What follows belongs to an exercise in optimizing a design on an open flow for small area, a short achievable clock period and few clock cycles per item; a production flow would make more cautious choices.
No run shown here included a check of the RTL's function; only the layout flow was run.

**design.v**
```verilog
`default_nettype none
package cordic_pkg;
    localparam int word_width = 32;
    localparam int fp_bias = 127;
    localparam int max_iterations = 16;
    localparam logic [word_width-1:0] cordic_gain_init = 32'h4DBA_76D4;
    typedef union packed {
        logic [word_width-1:0] bits;
        struct packed {
            logic        sign;
            logic [7:0]  exponent;
            logic [22:0] mantissa;
        } fields;
    } fp_word_t;
    function automatic logic [word_width-1:0] atan_entry(input logic [3:0] index);
        logic [word_width-1:0] angle;
        case (index)
            4'd0:    angle = 32'h6487_ED51;
            4'd1:    angle = 32'h3B58_CE0A;
            4'd2:    angle = 32'h1F5B_75F9;
            4'd3:    angle = 32'h0FEA_DD4D;
            4'd4:    angle = 32'h07FD_56ED;
            4'd5:    angle = 32'h03FF_AAB7;
            4'd6:    angle = 32'h01FF_F555;
            4'd7:    angle = 32'h00FF_FEAA;
            4'd8:    angle = 32'h007F_FFD5;
            4'd9:    angle = 32'h003F_FFFA;
            4'd10:   angle = 32'h001F_FFFF;
            4'd11:   angle = 32'h000F_FFFF;
            4'd12:   angle = 32'h0007_FFFF;
            4'd13:   angle = 32'h0003_FFFF;
            4'd14:   angle = 32'h0001_FFFF;
            default: angle = 32'h0000_FFFF;
        endcase
        atan_entry = angle;
    endfunction
endpackage
`default_nettype wire
`default_nettype none
module angle_to_fixed (
    input  logic [31:0] angle,
    output logic [31:0] fixed_angle
);
    logic [31:0] aligned;
    logic        in_range;
    assign aligned     = {1'b1, angle[22:0], 8'b0};
    assign in_range    = (angle[30:28] == 3'b011);
    assign fixed_angle = in_range ? (aligned >> (~angle[27:23])) : 32'd0;
endmodule
`default_nettype wire
`default_nettype none
module cordic_rotator #(
    parameter int XY_ARCH = 0,
    parameter int Z_ARCH  = 0
) (
    input  logic        clock,
    input  logic        arst_n,
    input  logic        clk_en,
    input  logic        start,
    input  logic [31:0] fixed_angle,
    output logic [31:0] cos_fixed,
    output logic        done
);
    logic        accept;
    logic        busy;
    logic        valid;
    logic        last;
    logic [3:0]  index;     
    logic [3:0]  index_n;   
    logic [15:0] onehot;    
    logic [31:0] x, y, z;
    logic [31:0] xo, yo, yg, xs, ys, at;
    logic        neg;
    logic        pos;       
    logic [31:0] xsum, ysum, zsum;
    assign accept = start & clk_en;
    assign last   = busy & (index == 4'd15);
    assign neg    = z[31];
    always_comb begin
        at = '0;
        for (int k = 0; k < 16; k++) at = at | (onehot[k] ? cordic_pkg::atan_entry(4'(k)) : 32'd0);
    end
    assign yo = pos ? ~yg : yg;
    assign yg = busy ? y : 32'd0;
    assign xo = pos ? x : ~x;
    assign ys = $signed(yo) >>> index;
    assign xs = $signed(xo) >>> (~index_n);
    cpa #(.W(32), .ARCH(XY_ARCH)) x_add (.a(x), .b(ys), .ci(pos), .s(xsum));
    cpa #(.W(32), .ARCH(XY_ARCH)) y_add (.a(y), .b(xs), .ci(~pos), .s(ysum));
    cpa #(.W(32), .ARCH(Z_ARCH))  z_add (.a(z), .b(neg ? at : ~at), .ci(~neg), .s(zsum));
    always_ff @(posedge clock) begin
        if (accept) begin
            x       <= cordic_pkg::cordic_gain_init;
            y       <= '0;
            z       <= fixed_angle;
            pos     <= ~fixed_angle[31];
            index   <= '0;
            index_n <= '1;
            onehot  <= 16'd1;
        end else begin
            x       <= xsum;
            y       <= ysum;
            z       <= zsum;
            pos     <= ~zsum[31];
            index   <= index + 4'd1;
            index_n <= index_n - 4'd1;
            onehot  <= {onehot[14:0], onehot[15]};
        end
    end
    always_ff @(posedge clock or negedge arst_n) begin
        if (!arst_n) begin
            busy  <= 1'b0;
            valid <= 1'b0;
            done  <= 1'b0;
        end else begin
            if (accept) begin
                busy  <= 1'b1;
                valid <= 1'b0;
            end else if (last) begin
                busy  <= 1'b0;
                valid <= 1'b1;
            end
            if (clk_en) done <= !start && (valid || last);
        end
    end
    assign cos_fixed = x;
endmodule
`default_nettype wire
module cpa #(
    parameter int W = 32,
    parameter int ARCH = 1
) (
    input  logic [W-1:0] a,
    input  logic [W-1:0] b,
    input  logic         ci,
    output logic [W-1:0] s
);
    if (ARCH == 0) begin : g_beh
        logic [W:0] t;
        assign t = {a, 1'b1} + {b, ci};
        assign s = t[W:1];
    end else begin : g_pfx
        localparam int N = W + 1;
        localparam int L = $clog2(N);
        logic [N-1:0] g0, p0, gg, pp;
        assign g0 = {a & b, ci};
        assign p0 = {a ^ b, 1'b0};
        always_comb begin
            gg = g0;
            pp = p0;
            if (ARCH == 1) begin
                for (int l = 0; l < L; l++)
                    for (int j = (2 << l) - 1; j < N; j += (2 << l)) begin
                        gg[j] = gg[j] | (pp[j] & gg[j - (1 << l)]);
                        pp[j] = pp[j] & pp[j - (1 << l)];
                    end
                for (int l = L - 2; l >= 0; l--)
                    for (int j = 3 * (1 << l) - 1; j < N; j += (2 << l)) begin
                        gg[j] = gg[j] | (pp[j] & gg[j - (1 << l)]);
                        pp[j] = pp[j] & pp[j - (1 << l)];
                    end
            end else if (ARCH == 2) begin
                for (int l = 0; l < L; l++)
                    for (int j = 0; j < N; j++)
                        if ((j >> l) & 1) begin
                            gg[j] = gg[j] | (pp[j] & gg[((j >> l) << l) - 1]);
                            pp[j] = pp[j] & pp[((j >> l) << l) - 1];
                        end
            end else begin
                for (int j = 1; j < N; j++) begin
                    gg[j] = gg[j] | (pp[j] & gg[j - 1]);
                end
            end
        end
        assign s = p0[N-1:1] ^ gg[N-2:0];
    end
endmodule
`default_nettype none
module fixed_to_float (
    input  logic [31:0] cos_fixed,
    output logic [31:0] result
);
    assign result = cos_fixed[31] ? {8'h3F, 1'b1, cos_fixed[30:8]}
                                  : {8'h3F, 1'b0, cos_fixed[29:7]};
endmodule
`default_nettype wire
`default_nettype none
module cos_unit (
    input  logic        clock,
    input  logic        arst_n,
    input  logic        clk_en,
    input  logic        start,
    input  logic [31:0] dataa,
    output logic [31:0] result,
    output logic        done
);
    logic [31:0] fixed_angle;
    logic [31:0] cos_fixed;
    angle_to_fixed angle_to_fixed_inst (
        .angle       (dataa),
        .fixed_angle (fixed_angle)
    );
    cordic_rotator cordic_rotator_inst (
        .clock       (clock),
        .arst_n      (arst_n),
        .clk_en      (clk_en),
        .start       (start),
        .fixed_angle (fixed_angle),
        .cos_fixed   (cos_fixed),
        .done        (done)
    );
    fixed_to_float fixed_to_float_inst (
        .cos_fixed (cos_fixed),
        .result    (result)
    );
endmodule
`default_nettype wire
```
**run.sh**
```bash
#!/bin/bash
# synth_recipe.tcl (not shown) runs the flow's synth.tcl, then flattens the netlist and writes it again
# the make line also repeats each setting of config.mk as NAME=value (left out here)
make -C /OpenROAD-flow-scripts/flow DESIGN_CONFIG=/design/flow/config.mk WORK_HOME=/design/flow/orfs CLKGATE_MAP_FILE= SYNTH_SCRIPT=/design/flow/synth_recipe.tcl finish
```
**config.mk**
```make
export PLATFORM = sky130hd
export DESIGN_NAME = cos_unit
export DESIGN_NICKNAME = cos_unit
export VERILOG_FILES = /design/flow/design.v
export SDC_FILE = /design/flow/constraint.sdc
export NUM_CORES = 4
export LEC_CHECK = 0
export ABC_AREA = 1
export CAP_MARGIN = 20
export CORE_MARGIN = 2
export CORE_UTILIZATION = 60
export SETUP_SLACK_MARGIN = 5.0
export SLEW_MARGIN = 20
export TNS_END_PERCENT = 100
```
**constraint.sdc**
```tcl
create_clock -name core_clock -period 8.0 [get_ports {clock}]
set_input_delay 1.6000 -clock core_clock [delete_from_list [all_inputs] [get_ports {clock}]]
set_output_delay 1.6000 -clock core_clock [all_outputs]
set_load 0.01 [all_outputs]
```
==> results of run 1 <==
-- synthesized netlist by cell type (3+ instances only) --
master,n
nor3_1,26
a21o_1,15
ha_1,95
a21oi_1,198
dfrtp_1,3
inv_1,210
o21ai_0,259
or2_2,16
xor2_1,71
o21ai_2,3
buf_4,14
clkbuf_1,56
o211ai_1,17
nand4_1,15
buf_6,5
dfxtp_1,121
nand3_1,160
xnor2_1,19
nand2_1,757
nor4_1,11
clkinv_1,4
a31oi_1,25
a21boi_0,6
o22ai_1,5
inv_2,4
nor2_1,226
o21ai_1,23
buf_1,15
o21bai_1,12
nand3b_1,5
o21a_1,22
mux2i_1,32
o221ai_1,3
buf_2,15
-- cell families after synthesis --
group	after synthesis	share of synthesized area, %
xor gates and xnor gates	90	5.48
muxes	32	2.23
DFF	124	17.4
and+or+nand+nor	1224	34.6
AOI/OAI and AO/OA	596	22.6
buffers and inverters	323	9.19
adders and majority gates	97	8.54
other	2	0.0522
-- worst max-delay path by stage --
stage                                                   start                                   end  slack [ns]  cells after the start
CTS                           cordic_rotator_inst.pos$_DFF_P_  cordic_rotator_inst.y[22]$_SDFF_PP0_        4.74                     22
detailed placement  cordic_rotator_inst.index_n[0]$_SDFF_PP1_  cordic_rotator_inst.y[21]$_SDFF_PP0_        3.35                     18
global placement    cordic_rotator_inst.index_n[1]$_SDFF_PP1_  cordic_rotator_inst.y[21]$_SDFF_PP0_        3.41                     18
floorplan                     cordic_rotator_inst.pos$_DFF_P_  cordic_rotator_inst.x[27]$_SDFF_PP1_        5.06                     18
-- metrics by stage --
step,worst slack (ns),utilization [%]
2_1_floorplan,5.06,-
4_1_cts,4.74,74.3
3_3_place_gp,3.41,63.7
3_5_place_dp,3.35,63.7
-- per-layer routing --
layer  global-route usage, %  overflow
met5                    37.5         0
met2                    91.3         3
met3                    61.1         0
met1                    73.6         0
met4                    74.5         3
-- timing repair --
action	CTS
hold endpoints to repair	0
resized for setup	426
pin swaps	54
endpoints found under the setup margin	143
buffers inserted	91
cloned	10
hold buffers	0
==> summary.txt, run 1 <==
Synthesis
  • Yosys top cell area share: 19.8%
  • Post-synth EDFFs: 0
  • Synth top area cells: nand2_1 (20%), dfxtp_1 (17%), o21ai_0 (9.0%), ha_1 (8.3%), a21oi_1 (6.9%)
  • Cell accounting for the most synthesized area: nand2_1
  • FF+latch count, synth: 124
  • Distinct cells, synth: 48
  • Syn_area_per_cell: 5.78 µm²
  • Sequential area share after synthesis: 17.4%
  • Asr flop ratio synth: 2.42%
  • Synth Instances: 2,488
  • Synthesized cell area: 14,400 µm²
  • Primary FF master, synth: dfxtp_1
  • Synth Warn #: 1

Global routing
  • GRT Util Overall: 75.0%
  • GR Overflow Total: 6
  • Largest net degree at the start of global routing: 51

Outcome
  • Failing step: global routing
  • Outcome: aborted with a tool error
  • Error msg: [ERROR GRT-0232] Routing congestion too high. Check the congestion heatmap in the GUI.

Floorplanning
  • Io pins: 69
  • Die X: 159 µm
  • DIE HEIGHT: 159 µm
  • FP Rows: 56
  • Starting Density: 61.3%

Timing
  • Worst_ep kind: register input
  • Worst EP post-GRT repair: cordic_rotator_inst.y[31]$_SDFF_PP0_/D

Placement
  • Dpl cells: 2,775
  • HPWL Detailed: 36.1 mm
  • Number of port buffers: 59
  • Gp weighted congestion: 0.997
  • Placement Cell Area: 15,000 µm²

CTS
  • CTS root buf: clkbuf_16
  • Clock Sinks: 124
  • H-Tree Depth: 4
  • CTS Buf Count: 17
  • Maximum root-to-sink buffer count: 2
==> inputs of run 2 (changes only) <==
--- a/config.mk
+++ b/config.mk
@@ -9,6 +9,6 @@
 export CAP_MARGIN = 20
 export CORE_MARGIN = 2
 export CORE_UTILIZATION = 60
-export SETUP_SLACK_MARGIN = 5.0
+export SETUP_SLACK_MARGIN = 4.0
 export SLEW_MARGIN = 20
 export TNS_END_PERCENT = 100
==> summary.txt, run 2 <==
Outcome
  • Outcome: no timing/DRC/antenna violations

Floorplanning
  • DIE HEIGHT: 159 µm
  • Io pins: 69
  • FP Rows: 56
  • Starting Density: 61.3%
  • Die X: 159 µm
  • Die area: 25,200 µm²
  • Total core area: 23,500 µm²

Synthesis
  • FF+latch count, synth: 124
  • Top cells by count, synth: nand2_1 (757), o21ai_0 (259), nor2_1 (226)
  • Top-count cell post-synth: nand2_1
  • Syn_area_per_cell: 5.78 µm²
  • Synth top area cells: nand2_1 (20%), dfxtp_1 (17%), o21ai_0 (9.0%), ha_1 (8.3%), a21oi_1 (6.9%)
  • Cell accounting for the most synthesized area: nand2_1
  • Synthesized cell area: 14,400 µm²
  • Primary FF master, synth: dfxtp_1
  • Sequential area share after synthesis: 17.4%
  • Distinct cells, synth: 48
  • Synth Warn #: 1
  • Yosys top cell area share: 19.8%
  • Asr flop ratio synth: 2.42%
  • Post-synth EDFFs: 0
  • Synth Instances: 2,488

Worst setup path
  • CP startpoint kind: flip-flop
  • WP data arrival: 2.29 ns
  • Number of buffers and inverters on the critical path: 2
  • FF-to-FF setup slack: 4.24 ns
  • Critical path origin: cordic_rotator_inst.x[31]$_SDFF_PP0_
  • CP max-delay cell: dfxtp_4
  • Kind of critical path: reg2out
  • Reg2Reg Depth: 16
  • RR Endpoint: cordic_rotator_inst.y[21]$_SDFF_PP0_
  • Crit end category: output port
  • CP top delay family: buffers and inverters
  • Critical path fanouts, max: 29
  • Worst path depth: 4
  • RR Startpoint: cordic_rotator_inst.index_n[2]$_SDFF_PP1_
  • Worst-path cell chain: clkinvlp_2, nand2_1, nand2_1, clkdlybuf4s50_1
  • Worst path max stage delay: 0.56 ns
  • Req. time, crit path: 6.40 ns
  • Worst setup path end: result[20]
  • Crit path top cell by count: nand2_1

Layout
  • Largest regs: cordic_rotator_inst.x (32), cordic_rotator_inst.y (32), cordic_rotator_inst.z (32)
  • Most common cell after layout, fill and taps aside: nand2_1
  • Most frequent cells in the layout: nand2_1 (756), o21ai_0 (255), nor2_1 (225)
  • Area Overhead vs Synth: 9.72%
  • Finished Cell Area: 15,800 µm²
  • Layout cells sized above 1: 4.19%
  • Antenna Cells: 0
  • Fillers: 2,272
  • Total Nets Final: 2,624

CTS
  • H-Tree Depth: 4
  • Post-CTS Hold Buffers: 0
  • Clock Sinks: 124
  • CTS root buf: clkbuf_16
  • CTS Buf Count: 17
  • Worst skew pair latency: 0.44 ns
  • Clock slew at reported path FFs: 0.06 ns
  • CTS tree: yes
  • Maximum root-to-sink buffer count: 2

Job
  • Max-Cap Viols: 0

Timing
  • Max Freq: 257 MHz
  • Tightest Pin Transition: 0.720 ns
  • Hold Fails Final Rpt: 0
  • Skew final: 0.0179 ns
  • Min cycle time layout: 3.89 ns
  • Unrepaired setup endpoints after global routing: false
  • Fin. max-slew vios: 0
  • Setup violations, final: 0
  • Slew HR: 52.0%
  • Final WS setup: 4.11 ns
  • Setup TNS: 0 ns
  • Fin crit share: 48.7%

Placement
  • Number of port buffers: 59
  • DP Worst Slack: 3.35 ns
  • HPWL Detailed: 36.1 mm
  • Placement Cell Area: 15,000 µm²
  • Gp weighted congestion: 0.997

Route
  • Routed len/inst: 16.8 µm
  • Starting DRT DRC Count: 1,676
  • Via/cell ratio: 5.91
  • DRC: 0
  • Drt first pass iters: 8
  • WL final: 47.5 mm
  • Via count: 16,700
  • Final ANT Viol Nets: 0

Worst hold path
  • Class of the worst hold path: reg2reg

Global routing
  • Largest net degree at the start of global routing: 51
  • GRT Util Overall: 36.4%
  • Initial antenna violation count: 0
  • Global-route wire length before repair: 75.2 mm
  • GR Overflow Total: 0
  • Vias in the first global route: 15,300
==> run 2: cell counts after synthesis <==
No cell type changed its count.
==> run 2: kinds of logic after synthesis <==
group | count (synthesis) | share of synthesized area, %
AOI/OAI and AO/OA | 596 | 22.6
xor gates and xnor gates | 90 | 5.48
adders and majority gates | 97 | 8.54
buffers and inverters | 323 | 9.19
DFF | 124 | 17.4
muxes | 32 | 2.23
other | 2 | 0.0522
and+or+nand+nor | 1224 | 34.6
==> run 2: worst min path at each step <==
stage                                                   start                                        end  slack [ns]  depth (start not counted)
floorplan           cordic_rotator_inst.onehot[10]$_SDFF_PP0_  cordic_rotator_inst.onehot[11]$_SDFF_PP0_        0.43                          2
global placement    cordic_rotator_inst.onehot[10]$_SDFF_PP0_  cordic_rotator_inst.onehot[11]$_SDFF_PP0_        0.44                          2
detailed placement  cordic_rotator_inst.onehot[10]$_SDFF_PP0_  cordic_rotator_inst.onehot[11]$_SDFF_PP0_        0.45                          2
CTS                 cordic_rotator_inst.onehot[10]$_SDFF_PP0_  cordic_rotator_inst.onehot[11]$_SDFF_PP0_        0.46                          2
global route        cordic_rotator_inst.onehot[10]$_SDFF_PP0_  cordic_rotator_inst.onehot[11]$_SDFF_PP0_        0.49                          2
finish              cordic_rotator_inst.onehot[10]$_SDFF_PP0_  cordic_rotator_inst.onehot[11]$_SDFF_PP0_        0.47                          2
==> run 2: metrics by stage <==
step | util, % | hold slack [ns] | cells
after floorplan | - | 0.433 | 2494
after global placement | 63.7 | 0.443 | 2775
after detailed placement | 63.7 | 0.450 | 2775
after CTS | 66.6 | 0.464 | 2810
after global routing | 67.2 | 0.489 | 2823
final | 67.2 | 0.466 | 2823
==> run 2: layer usage <==
metal | track usage (%) | vias up | wire length (µm)
li1 | - | 8272 | -
met1 | 42.0 | 7515 | 18800
met2 | 64.6 | 731 | 22700
met3 | 4.81 | 165 | 3260
met4 | 21.1 | 0 | 2820
met5 | 0 | - | 0
==> run 2: cell type report <==
class | count | area (µm²) | area share, %
Clock buffer | 19 | 454 | 2.88
Clock inverter | 13 | 153 | 0.967
Inverter | 218 | 842 | 5.34
Multi-Input combinational cell | 2047 | 10600 | 67.3
Sequential cell | 124 | 2510 | 15.9
Tap cell | 319 | 399 | 2.53
Timing Repair Buffer | 78 | 768 | 4.87
Timing Repair inverter | 5 | 35.0 | 0.222
==> run 2: timing repair <==
action | CTS | global route
endpoints found under the hold margin | 0 | 0
gates cloned | 2 | 3
endpoints found under the setup margin | 61 | 51
pin swaps | 0 | 1
resized for setup | 16 | 20
setup buffers | 1 | 10
==> run 2: worst min-delay path, delay by kind of cell (launching register included) <==
kind / cells / cell delay [ns]
buf+inv: 1 / 0.05
simple gates: 1 / 0.04
flops: 1 / 0.33
==> inputs of run 3 (changes only) <==
==> flow/run.sh (new file) <==
#!/bin/bash
# Standard layout, but the port buffers are buf_2 cells instead of the delay
# buffers buffer_ports picks by default, and sizing may change a cell's
# footprint. Full tool output goes to standard_flow.log.
set -euo pipefail
bash standard.sh "BUFFER_PORTS_ARGS=-buffer_cell sky130_fd_sc_hd__buf_2" MATCH_CELL_FOOTPRINT=0 finish > standard_flow.log 2>&1
==> standard.sh (new file) <==
#!/bin/bash
# synth_recipe.tcl (not shown) runs the flow's synth.tcl, then flattens the netlist and writes it again
# the make line also repeats each setting of config.mk as NAME=value (left out here)
make -C /OpenROAD-flow-scripts/flow DESIGN_CONFIG=/design/flow/config.mk WORK_HOME=/design/flow/orfs CLKGATE_MAP_FILE= SYNTH_SCRIPT=/design/flow/synth_recipe.tcl "${@:-finish}"
--- a/config.mk
+++ b/config.mk
@@ -9,6 +9,6 @@
 export CAP_MARGIN = 20
 export CORE_MARGIN = 2
 export CORE_UTILIZATION = 60
-export SETUP_SLACK_MARGIN = 4.0
+export SETUP_SLACK_MARGIN = 4.5
 export SLEW_MARGIN = 20
 export TNS_END_PERCENT = 100
removed: run.sh
==> summary.txt, run 3 <==
Timing
  • Min cycle time layout: 3.67 ns
  • Hold Fails Final Rpt: 0
  • Slew HR: 46.4%
  • Skew final: 0.0136 ns
  • Fin crit share: 45.9%
  • Tightest Pin Transition: 0.803 ns
  • Setup violations, final: 0
  • Fin. max-slew vios: 0
  • Unrepaired setup endpoints after global routing: true
  • Setup TNS: 0 ns
  • Max Freq: 273 MHz

Worst setup path
  • CP max-delay cell: mux2i_1
  • Crit end category: flip-flop
  • Critical path fanouts, max: 9
  • CP top delay family: compound AO/OA/AOI/OAI gates
  • RR Startpoint: cordic_rotator_inst.pos$_DFF_P_
  • WP data arrival: 4.06 ns
  • FF-to-FF setup slack: 4.33 ns
  • Kind of critical path: reg2reg
  • CP startpoint kind: flip-flop
  • Reg2Reg Depth: 20
  • RR Endpoint: cordic_rotator_inst.y[21]$_SDFF_PP0_
  • Number of buffers and inverters on the critical path: 2
  • Crit path top cell by count: nand2_1
  • Worst-path cell chain: buf_4, clkbuf_16, xor2_2, o21ai_1, nand2_1, o21ai_1, mux2i_1, mux2i_1, ha_1, a21oi_1, o21ai_1, a21oi_1, o21ai_4, nand2_1, nand2_1, nand2_1, nand2_1, nand2_1, nand2_1, nor2_1
  • Req. time, crit path: 8.39 ns
  • Worst path max stage delay: 0.41 ns

Synthesis
  • Syn_area_per_cell: 5.78 µm²
  • Primary FF master, synth: dfxtp_1
  • Top-count cell post-synth: nand2_1
  • Yosys top cell area share: 19.8%
  • Top cells by count, synth: nand2_1 (757), o21ai_0 (259), nor2_1 (226)
  • Post-synth EDFFs: 0
  • Synth Warn #: 1
  • Synth top area cells: nand2_1 (20%), dfxtp_1 (17%), o21ai_0 (9.0%), ha_1 (8.3%), a21oi_1 (6.9%)
  • Synthesized cell area: 14,400 µm²
  • Asr flop ratio synth: 2.42%
  • FF+latch count, synth: 124
  • Distinct cells, synth: 48
  • Sequential area share after synthesis: 17.4%
  • Synth Instances: 2,488
  • Cell accounting for the most synthesized area: nand2_1

Floorplanning
  • Die X: 159 µm
  • FP Rows: 56
  • Io pins: 69
  • Total core area: 23,500 µm²
  • DIE HEIGHT: 159 µm
  • Starting Density: 61.3%
  • Die area: 25,200 µm²

Global routing
  • Vias in the first global route: 15,500
  • GRT Util Overall: 37.0%
  • GR Overflow Total: 0
  • Initial antenna violation count: 0
  • Largest net degree at the start of global routing: 63
  • Global-route wire length before repair: 76.1 mm

Route
  • Via count: 17,100
  • Routed len/inst: 17.4 µm
  • Drt first pass iters: 8
  • Starting DRT DRC Count: 1,605
  • DRC: 0
  • WL final: 49.6 mm
  • Final ANT Viol Nets: 0
  • Via/cell ratio: 6.00

CTS
  • Clock slew at reported path FFs: 0.07 ns
  • Maximum root-to-sink buffer count: 2
  • Post-CTS Hold Buffers: 0
  • CTS root buf: clkbuf_16
  • CTS Buf Count: 17
  • H-Tree Depth: 4
  • Worst skew pair latency: 0.46 ns
  • CTS tree: yes
  • Clock Sinks: 124

Worst hold path
  • Hold Path Origin: cordic_rotator_inst.onehot[10]$_SDFF_PP0_
  • Worst hold stages: 2
  • Class of the worst hold path: reg2reg
  • Min-Delay Endpoint: cordic_rotator_inst.onehot[11]$_SDFF_PP0_

Placement
  • HPWL Detailed: 36.3 mm
  • Gp weighted congestion: 1.04
  • Number of port buffers: 59
  • Placement Cell Area: 14,700 µm²

Layout
  • Finished Cell Area: 16,600 µm²
  • Largest regs: cordic_rotator_inst.x (32), cordic_rotator_inst.y (32), cordic_rotator_inst.z (32)
  • Final Util: 70.5%
  • Layout cells sized above 1: 13.1%
  • Most frequent cells in the layout: nand2_1 (738), nor2_1 (207), inv_1 (204)
  • Total Nets Final: 2,656
  • Area Overhead vs Synth: 15.1%
  • Antenna Cells: 0
  • Most common cell after layout, fill and taps aside: nand2_1

Outcome
  • Outcome: no timing/DRC/antenna violations

Job
  • Max-Cap Viols: 0
run 3: cell count changes in the layout (fill, tap and decap cells not counted), sizes merged:
cell           change
clkinv             -4
inv                -1
clkinvlp           +6
clkbuf             +3
clkdlybuf4s50     -57
buf               +85
run 3: cell families after synthesis:
group	share of synthesized area, %
adder cells (fa/ha/maj)	8.54
AO/OA/AOI/OAI	22.6
buffers and inverters	9.19
XOR/XNOR	5.48
multiplexers	2.23
flip-flops	17.4
other	0.0522
AND/OR/NAND/NOR	34.6
run 3: how the worst max path moves through the flow:
stage | start | to | slack (ns) | depth (start not counted)
6_report | cordic_rotator_inst.pos$_DFF_P_ | cordic_rotator_inst.y[21]$_SDFF_PP0_ | 4.33 | 20
3_5_place_dp | cordic_rotator_inst.index_n[1]$_SDFF_PP1_ | cordic_rotator_inst.y[31]$_SDFF_PP0_ | 3.37 | 17
4_1_cts | cordic_rotator_inst.pos$_DFF_P_ | cordic_rotator_inst.y[31]$_SDFF_PP0_ | 4.44 | 21
5_1_grt | cordic_rotator_inst.pos$_DFF_P_ | cordic_rotator_inst.y[21]$_SDFF_PP0_ | 4.18 | 21
3_3_place_gp | cordic_rotator_inst.index_n[1]$_SDFF_PP1_ | cordic_rotator_inst.y[31]$_SDFF_PP0_ | 3.41 | 17
2_1_floorplan | cordic_rotator_inst.pos$_DFF_P_ | cordic_rotator_inst.x[27]$_SDFF_PP1_ | 5.06 | 18
run 3: metrics by stage:
step	hold WS (ns)	setup slack (ns)	instances
floorplan	0.433	5.06	2494
global placement	0.446	3.41	2775
detailed placement	0.455	3.37	2775
CTS	0.462	4.44	2832
global route	0.501	4.18	2855
finish	0.461	4.33	2855
run 3: cell type report:
class	instances	area [µm²]
well taps	319	399
inverters	218	851
fillers	2150	6910
repair inverters	7	45.0
multi-input cells	2047	11300
flip-flops and latches	124	2520
clock inverters	12	144
clock buffers	20	479
repair buffers	108	816
run 3: metal layers:
layer / GRT usage [%] / up-vias / part of all wire (%)
li1: - / 8356 / -
met1: 43.5 / 7791 / 40
met2: 64.8 / 798 / 47
met3: 4.89 / 188 / 6.9
met4: 20.7 / 0 / 6.1
met5: 0 / - / 0
run 3: timing repair:
item / CTS / global route
setup endpoints to repair: 95 / 82
resized for setup: 51 / 217
pin swaps: 2 / 38
buffers inserted: 18 / 20
cloned: 7 / 3
run 3: worst register-to-register path, cell delays in order, from the launching register on:
cell and delay, ns:
dfxtp_4 0.38, buf_4 0.17, clkbuf_16 0.18, xor2_2 0.20
o21ai_1 0.17, nand2_1 0.08, o21ai_1 0.14, mux2i_1 0.17
mux2i_1 0.41, ha_1 0.37, a21oi_1 0.20, o21ai_1 0.15
a21oi_1 0.31, o21ai_4 0.14, nand2_1 0.08, nand2_1 0.09
nand2_1 0.08, nand2_1 0.08, nand2_1 0.07, nand2_1 0.04
nor2_1 0.10
==> inputs of run 4 (changes only) <==
--- a/design.v
+++ b/design.v
@@ -51,7 +51,7 @@
 `default_nettype none
 module cordic_rotator #(
     parameter int XY_ARCH = 0,
-    parameter int Z_ARCH  = 0
+    parameter int Z_ARCH  = 1
 ) (
     input  logic        clock,
     input  logic        arst_n,
@@ -71,7 +71,6 @@
     logic [31:0] x, y, z;
     logic [31:0] xo, yo, yg, xs, ys, at;
     logic        neg;
-    logic        pos;       
     logic [31:0] xsum, ysum, zsum;
     assign accept = start & clk_en;
     assign last   = busy & (index == 4'd15);
@@ -80,20 +79,19 @@
         at = '0;
         for (int k = 0; k < 16; k++) at = at | (onehot[k] ? cordic_pkg::atan_entry(4'(k)) : 32'd0);
     end
-    assign yo = pos ? ~yg : yg;
+    assign yo = neg ? yg : ~yg;
     assign yg = busy ? y : 32'd0;
-    assign xo = pos ? x : ~x;
+    assign xo = neg ? ~x : x;
     assign ys = $signed(yo) >>> index;
     assign xs = $signed(xo) >>> (~index_n);
-    cpa #(.W(32), .ARCH(XY_ARCH)) x_add (.a(x), .b(ys), .ci(pos), .s(xsum));
-    cpa #(.W(32), .ARCH(XY_ARCH)) y_add (.a(y), .b(xs), .ci(~pos), .s(ysum));
+    cpa #(.W(32), .ARCH(XY_ARCH)) x_add (.a(x), .b(ys), .ci(~neg), .s(xsum));
+    cpa #(.W(32), .ARCH(XY_ARCH)) y_add (.a(y), .b(xs), .ci(neg),  .s(ysum));
     cpa #(.W(32), .ARCH(Z_ARCH))  z_add (.a(z), .b(neg ? at : ~at), .ci(~neg), .s(zsum));
     always_ff @(posedge clock) begin
         if (accept) begin
             x       <= cordic_pkg::cordic_gain_init;
             y       <= '0;
             z       <= fixed_angle;
-            pos     <= ~fixed_angle[31];
             index   <= '0;
             index_n <= '1;
             onehot  <= 16'd1;
@@ -101,7 +99,6 @@
             x       <= xsum;
             y       <= ysum;
             z       <= zsum;
-            pos     <= ~zsum[31];
             index   <= index + 4'd1;
             index_n <= index_n - 4'd1;
             onehot  <= {onehot[14:0], onehot[15]};
==> run.sh (new file) <==
#!/bin/bash
# synth_recipe.tcl (not shown) runs the flow's synth.tcl, then flattens the netlist and writes it again
# the make line also repeats each setting of config.mk as NAME=value (left out here)
make -C /OpenROAD-flow-scripts/flow DESIGN_CONFIG=/design/flow/config.mk WORK_HOME=/design/flow/orfs CLKGATE_MAP_FILE= SYNTH_SCRIPT=/design/flow/synth_recipe.tcl finish
removed: flow/run.sh
removed: standard.sh
==> summary.txt, run 4 <==
Synthesis
  • Syn_area_per_cell: 6.32 µm²
  • Synth Instances: 2,164
  • Primary FF master, synth: dfxtp_1
  • Distinct cells, synth: 64
  • FF+latch count, synth: 123
  • Post-synth EDFFs: 0
  • Synthesized cell area: 13,700 µm²
  • Yosys top cell area share: 17.6%
  • Top cells by count, synth: nand2_1 (557), o21ai_0 (251), inv_1 (195)
  • Synth Warn #: 2
  • Synth top area cells: dfxtp_1 (18%), nand2_1 (15%), o21ai_0 (9.2%), ha_1 (8.6%), a21oi_1 (5.4%)
  • Sequential area share after synthesis: 18.1%
  • Top-count cell post-synth: nand2_1
  • Cell accounting for the most synthesized area: dfxtp_1
  • Asr flop ratio synth: 2.44%

Placement
  • Gp weighted congestion: 0.980
  • DP Worst Slack: 3.18 ns
  • Number of port buffers: 59
  • HPWL Detailed: 32.2 mm

Global routing
  • Largest net degree at the start of global routing: 63
  • Vias in the first global route: 13,700
  • Global-route wire length before repair: 68.4 mm
  • Initial antenna violation count: 0
  • GR Overflow Total: 0
  • GRT Util Overall: 35.7%

Timing
  • Max Freq: 283 MHz
  • Slew HR: 56.2%
  • Min cycle time layout: 3.54 ns
  • Hold Fails Final Rpt: 0
  • Tightest Pin Transition: 0.654 ns
  • Fin. max-slew vios: 0
  • Final WS setup: 4.46 ns
  • Fin crit share: 44.2%
  • Skew final: 0.0181 ns
  • Unrepaired setup endpoints after global routing: true
  • Setup TNS: 0 ns
  • Setup violations, final: 0

Floorplanning
  • FP Rows: 55
  • Starting Density: 60.8%
  • Die area: 24,000 µm²
  • Die X: 155 µm
  • Total core area: 22,500 µm²
  • DIE HEIGHT: 155 µm
  • Io pins: 69

Route
  • Via/cell ratio: 6.06
  • Final ANT Viol Nets: 0
  • Via count: 15,400
  • Routed len/inst: 18.5 µm
  • WL final: 47.0 mm
  • Starting DRT DRC Count: 1,298
  • DRC: 0
  • Drt first pass iters: 8

Worst setup path
  • Req. time, crit path: 8.34 ns
  • CP max-delay cell: ha_1
  • Critical path fanouts, max: 7
  • RR Startpoint: cordic_rotator_inst.z[31]$_DFF_P_
  • Reg2Reg Depth: 23
  • Kind of critical path: reg2reg
  • Crit path top cell by count: nand2_1
  • RR Endpoint: cordic_rotator_inst.y[20]$_SDFF_PP0_
  • Worst-path cell chain: buf_12, buf_4, xnor2_1, inv_1, o21ai_1, nand2_1, nand2_1, nand2_1, o21ai_1, o21ai_0, ha_1, inv_1, o21bai_1, o21bai_2, nand2_2, nand3_4, a21oi_4, o21bai_2, nand2_1, nand2_1, nand2_1, nand2_1, nor2_1
  • Worst path max stage delay: 0.41 ns
  • WP data arrival: 3.88 ns
  • CP startpoint kind: flip-flop
  • FF-to-FF setup slack: 4.46 ns
  • CP top delay family: compound AO/OA/AOI/OAI gates
  • Crit end category: flip-flop
  • Number of buffers and inverters on the critical path: 4

Worst hold path
  • Hold Path Origin: cordic_rotator_inst.onehot[14]$_SDFF_PP0_
  • Min-Delay Endpoint: cordic_rotator_inst.onehot[15]$_SDFF_PP0_
  • Worst hold stages: 2
  • Class of the worst hold path: reg2reg

CTS
  • Worst skew pair latency: 0.45 ns
  • Maximum root-to-sink buffer count: 2
  • CTS root buf: clkbuf_16
  • Clock slew at reported path FFs: 0.07 ns
  • CTS Buf Count: 17
  • CTS tree: yes
  • H-Tree Depth: 4
  • Clock Sinks: 123

Layout
  • Reg area: 2520 µm²
  • Fillers: 1,756
  • Area Overhead vs Synth: 23.8%
  • Antenna Cells: 0
  • Layout cells sized above 1: 18.3%
  • Most frequent cells in the layout: nand2_1 (540), inv_1 (184), o21ai_0 (164)
  • Largest regs: cordic_rotator_inst.x (32), cordic_rotator_inst.y (32), cordic_rotator_inst.z (32)
  • Most common cell after layout, fill and taps aside: nand2_1
  • Total Nets Final: 2,392
  • Multi-input logic area: 11,100 µm²

Outcome
  • Outcome: no timing/DRC/antenna violations

Job
  • Max-Cap Viols: 0
run 4: changes by cell type after synthesis, moves of 11 or more:
cell / previous run / this run
a21oi_1: 198 / 147
a31oi_1: 25 / 7
fa_1: 2 / 17
inv_1: 210 / 195
mux2i_1: 32 / 63
nand2_1: 757 / 557
nand2_2: 2 / 13
nand3_1: 160 / 122
nor2_1: 226 / 171
nor3_1: 26 / 11
o211ai_1: 17 / 4
o21ai_1: 23 / 6
o22ai_1: 5 / 18
xnor2_1: 19 / 33
run 4: worst max path at each step:
stage               cells past startpoint                                 startpoint                                   end
global route                           21          cordic_rotator_inst.z[31]$_DFF_P_  cordic_rotator_inst.y[20]$_SDFF_PP0_
detailed placement                     16  cordic_rotator_inst.index_n[0]$_SDFF_PP1_  cordic_rotator_inst.y[27]$_SDFF_PP0_
finish                                 23          cordic_rotator_inst.z[31]$_DFF_P_  cordic_rotator_inst.y[20]$_SDFF_PP0_
global placement                       17  cordic_rotator_inst.index_n[0]$_SDFF_PP1_  cordic_rotator_inst.y[21]$_SDFF_PP0_
CTS                                    23          cordic_rotator_inst.z[31]$_DFF_P_  cordic_rotator_inst.y[19]$_SDFF_PP0_
floorplan                              17          cordic_rotator_inst.z[31]$_DFF_P_     cordic_rotator_inst.z[13]$_DFF_P_
run 4: cell type report:
type                            instances  area share, %
Clock buffer                           17           2.51
Tap cell                              285           2.10
Multi-Input combinational cell       1738           65.7
Clock inverter                         15           1.06
Timing Repair inverter                 12          0.679
Inverter                              209           5.03
Sequential cell                       123           14.9
Timing Repair Buffer                  144           8.09
run 4: worst min-delay path, delay by kind of cell (launching register included):
family / cells / cell delay [ns]
buf+inv: 1 / 0.05
flops: 1 / 0.34
simple gates: 1 / 0.04
run 4: cells by family (layout without fill, tap and decap cells):
kind of cell / count (synthesis) / count (layout) / synth area share, %
buf+inv: 309 / 397 / 9.35
flops: 123 / 123 / 18.1
simple gates: 931 / 931 / 28.5
other cells: 2 / 8 / 0.0549
xor+xnor: 104 / 104 / 6.66
mux: 63 / 63 / 4.61
compound gates: 521 / 521 / 21.6
fa+ha+maj: 111 / 111 / 11.1
run 4: through the flow:
stage               hold WS, ns  instances  util, %  area [µm²]
floorplan                 0.422       2170        -       13700
global placement          0.431       2419     63.1       14200
detailed placement        0.457       2419     63.1       14200
CTS                       0.473       2475     68.3       15400
global route              0.510       2543     75.3       16900
finish                    0.471       2543     75.3       16900
run 4: per-layer routing:
| layer | up-vias | share of wire, % | track usage (%) |
|---|---|---|---|
| met1 | 7044 | 39 | 43.1 |
| li1 | 7394 | - | - |
| met4 | 0 | 6.4 | 19.6 |
| met3 | 215 | 7.5 | 6.07 |
| met2 | 766 | 47 | 60.6 |
| met5 | - | 0 | 0 |
run 4: what timing repair did:
item,4_1_cts,5_1_grt
setup buffers,15,61
resized for setup,100,304
gates cloned,9,7
endpoints found under the setup margin,118,94
pin swaps,7,70
hold buffers,0,0
==> inputs of run 5 (changes only) <==
--- a/config.mk
+++ b/config.mk
@@ -8,7 +8,7 @@
 export ABC_AREA = 1
 export CAP_MARGIN = 20
 export CORE_MARGIN = 2
-export CORE_UTILIZATION = 60
-export SETUP_SLACK_MARGIN = 4.5
+export CORE_UTILIZATION = 70
+export SETUP_SLACK_MARGIN = 5
 export SLEW_MARGIN = 20
 export TNS_END_PERCENT = 100
==> summary.txt, run 5 <==
Floorplanning
  • Io pins: 69
  • Starting Density: 70.8%
  • DIE HEIGHT: 144 µm
  • Die X: 144 µm
  • FP Rows: 51

Synthesis
  • Simple-gate share of the synthesized area: 28.5%
  • Synth Area in Adders: 11.1%
  • FF+latch count, synth: 123
  • Synth Instances: 2,164
  • Syn_area_per_cell: 6.32 µm²
  • Yosys top cell area share: 17.6%
  • Primary FF master, synth: dfxtp_1
  • Asr flop ratio synth: 2.44%
  • Synth Area in XOR/XNOR: 6.66%
  • Post-synthesis compound-gate area fraction: 21.6%
  • Synthesized cell area: 13,700 µm²
  • Cell accounting for the most synthesized area: dfxtp_1
  • Top-count cell post-synth: nand2_1
  • Post-synth EDFFs: 0
  • Sequential area share after synthesis: 18.1%
  • Synth Warn #: 2
  • Largest family of logic cells by synthesized area: simple AND/OR/NAND/NOR gates
  • Distinct cells, synth: 64
  • Synth top area cells: dfxtp_1 (18%), nand2_1 (15%), o21ai_0 (9.2%), ha_1 (8.6%), a21oi_1 (5.4%)
  • Mux cell area share after synthesis: 4.61%
  • Top cells by count, synth: nand2_1 (557), o21ai_0 (251), inv_1 (195)

CTS
  • H-Tree Depth: 4
  • Post-CTS Hold Buffers: 0
  • Maximum root-to-sink buffer count: 2
  • CTS root buf: clkbuf_16
  • Clock Sinks: 123
  • CTS Buf Count: 17

Placement
  • HPWL Detailed: 31.0 mm
  • Dpl cells: 2,396
  • Gp weighted congestion: 0.983
  • Number of port buffers: 59

Global routing
  • Largest net degree at the start of global routing: 40
  • GRT Util Overall: 76.4%
  • Global-route wire length before repair: 120 mm
  • GR Overflow Total: 21
  • Vias in the first global route: 20,400

Outcome
  • Error msg: [ERROR GRT-0116] Global routing finished with congestion. Check the congestion regions in the DRC Viewer.
  • Outcome: aborted with a tool error
  • Failing step: global routing
-- run 5: per-stage QoR --
| stage | instance area [µm²] | hold WS (ns) | setup slack, ns | utilization, % |
|---|---|---|---|---|
| 3_5_place_dp | 14200 | 0.448 | 3.26 | 73.6 |
| 3_3_place_gp | 14200 | 0.436 | 3.43 | 73.6 |
| 4_1_cts | 17400 | 0.478 | 4.64 | 90.2 |
| 2_1_floorplan | 13800 | 0.422 | 4.93 | - |
-- run 5: repair_timing --
item | 4_1_cts
buffers inserted | 137
setup endpoints to repair | 140
gates resized for setup | 541
gates cloned | 18
pin swaps | 125
-- run 5: worst max path at each step --
stage                                                    startpoint                                    to  slack (ns)  depth (start not counted)
after floorplan                   cordic_rotator_inst.z[31]$_DFF_P_     cordic_rotator_inst.z[13]$_DFF_P_        4.93                         17
after detailed placement  cordic_rotator_inst.index_n[0]$_SDFF_PP1_  cordic_rotator_inst.y[31]$_SDFF_PP0_        3.26                         18
after global placement    cordic_rotator_inst.index_n[0]$_SDFF_PP1_  cordic_rotator_inst.y[19]$_SDFF_PP0_        3.43                         17
after CTS                      cordic_rotator_inst.busy$_DFFE_PN0P_  cordic_rotator_inst.x[30]$_SDFF_PP1_        4.64                         23
-- run 5: cells by family after synthesis --
| kind of cell | Yosys count |
|---|---|
| buf+inv | 309 |
| other cells | 2 |
| flops | 123 |
| mux | 63 |
| xor+xnor | 104 |
| fa+ha+maj | 111 |
| simple gates | 931 |
| compound gates | 521 |
-- run 5: metal layers --
layer  overflow  GRT usage [%]
met5          0           20.6
met4          9           76.8
met3          1           61.5
met1          0           76.0
met2         11           93.4

-- re-timing with driven ports --
Ports are ideal in the flow. The routed layouts listed here were re-timed in OpenROAD. Step 1, drivers: a clkbuf_16 drives clock and a buf_2 each remaining input, both assumed. Step 2 times the ports against the registers' clock, not the clock port: input delays grow and output delays shrink by t, the midpoint of the rising clock arrivals with the driver on. Slacks: ideal ports / drivers / drivers and shift; pairs: ideal ports / drivers.
run	shift t [ns]	setup WS [ns]	hold slack, ns
run 2	0.488	4.106 / 4.053 / 3.799	0.466 / 0.466 / 0.466
run 3	0.500	4.332 / 4.332 / 4.201	0.461 / 0.461 / 0.461
run 4	0.488	4.464 / 4.464 / 4.249	0.471 / 0.471 / 0.471
After both steps setup and hold are still met in every run listed. For run 2, which loses most, drivers alone change the setup slack by -0.053 ns; drivers and shift together by -0.307 ns.
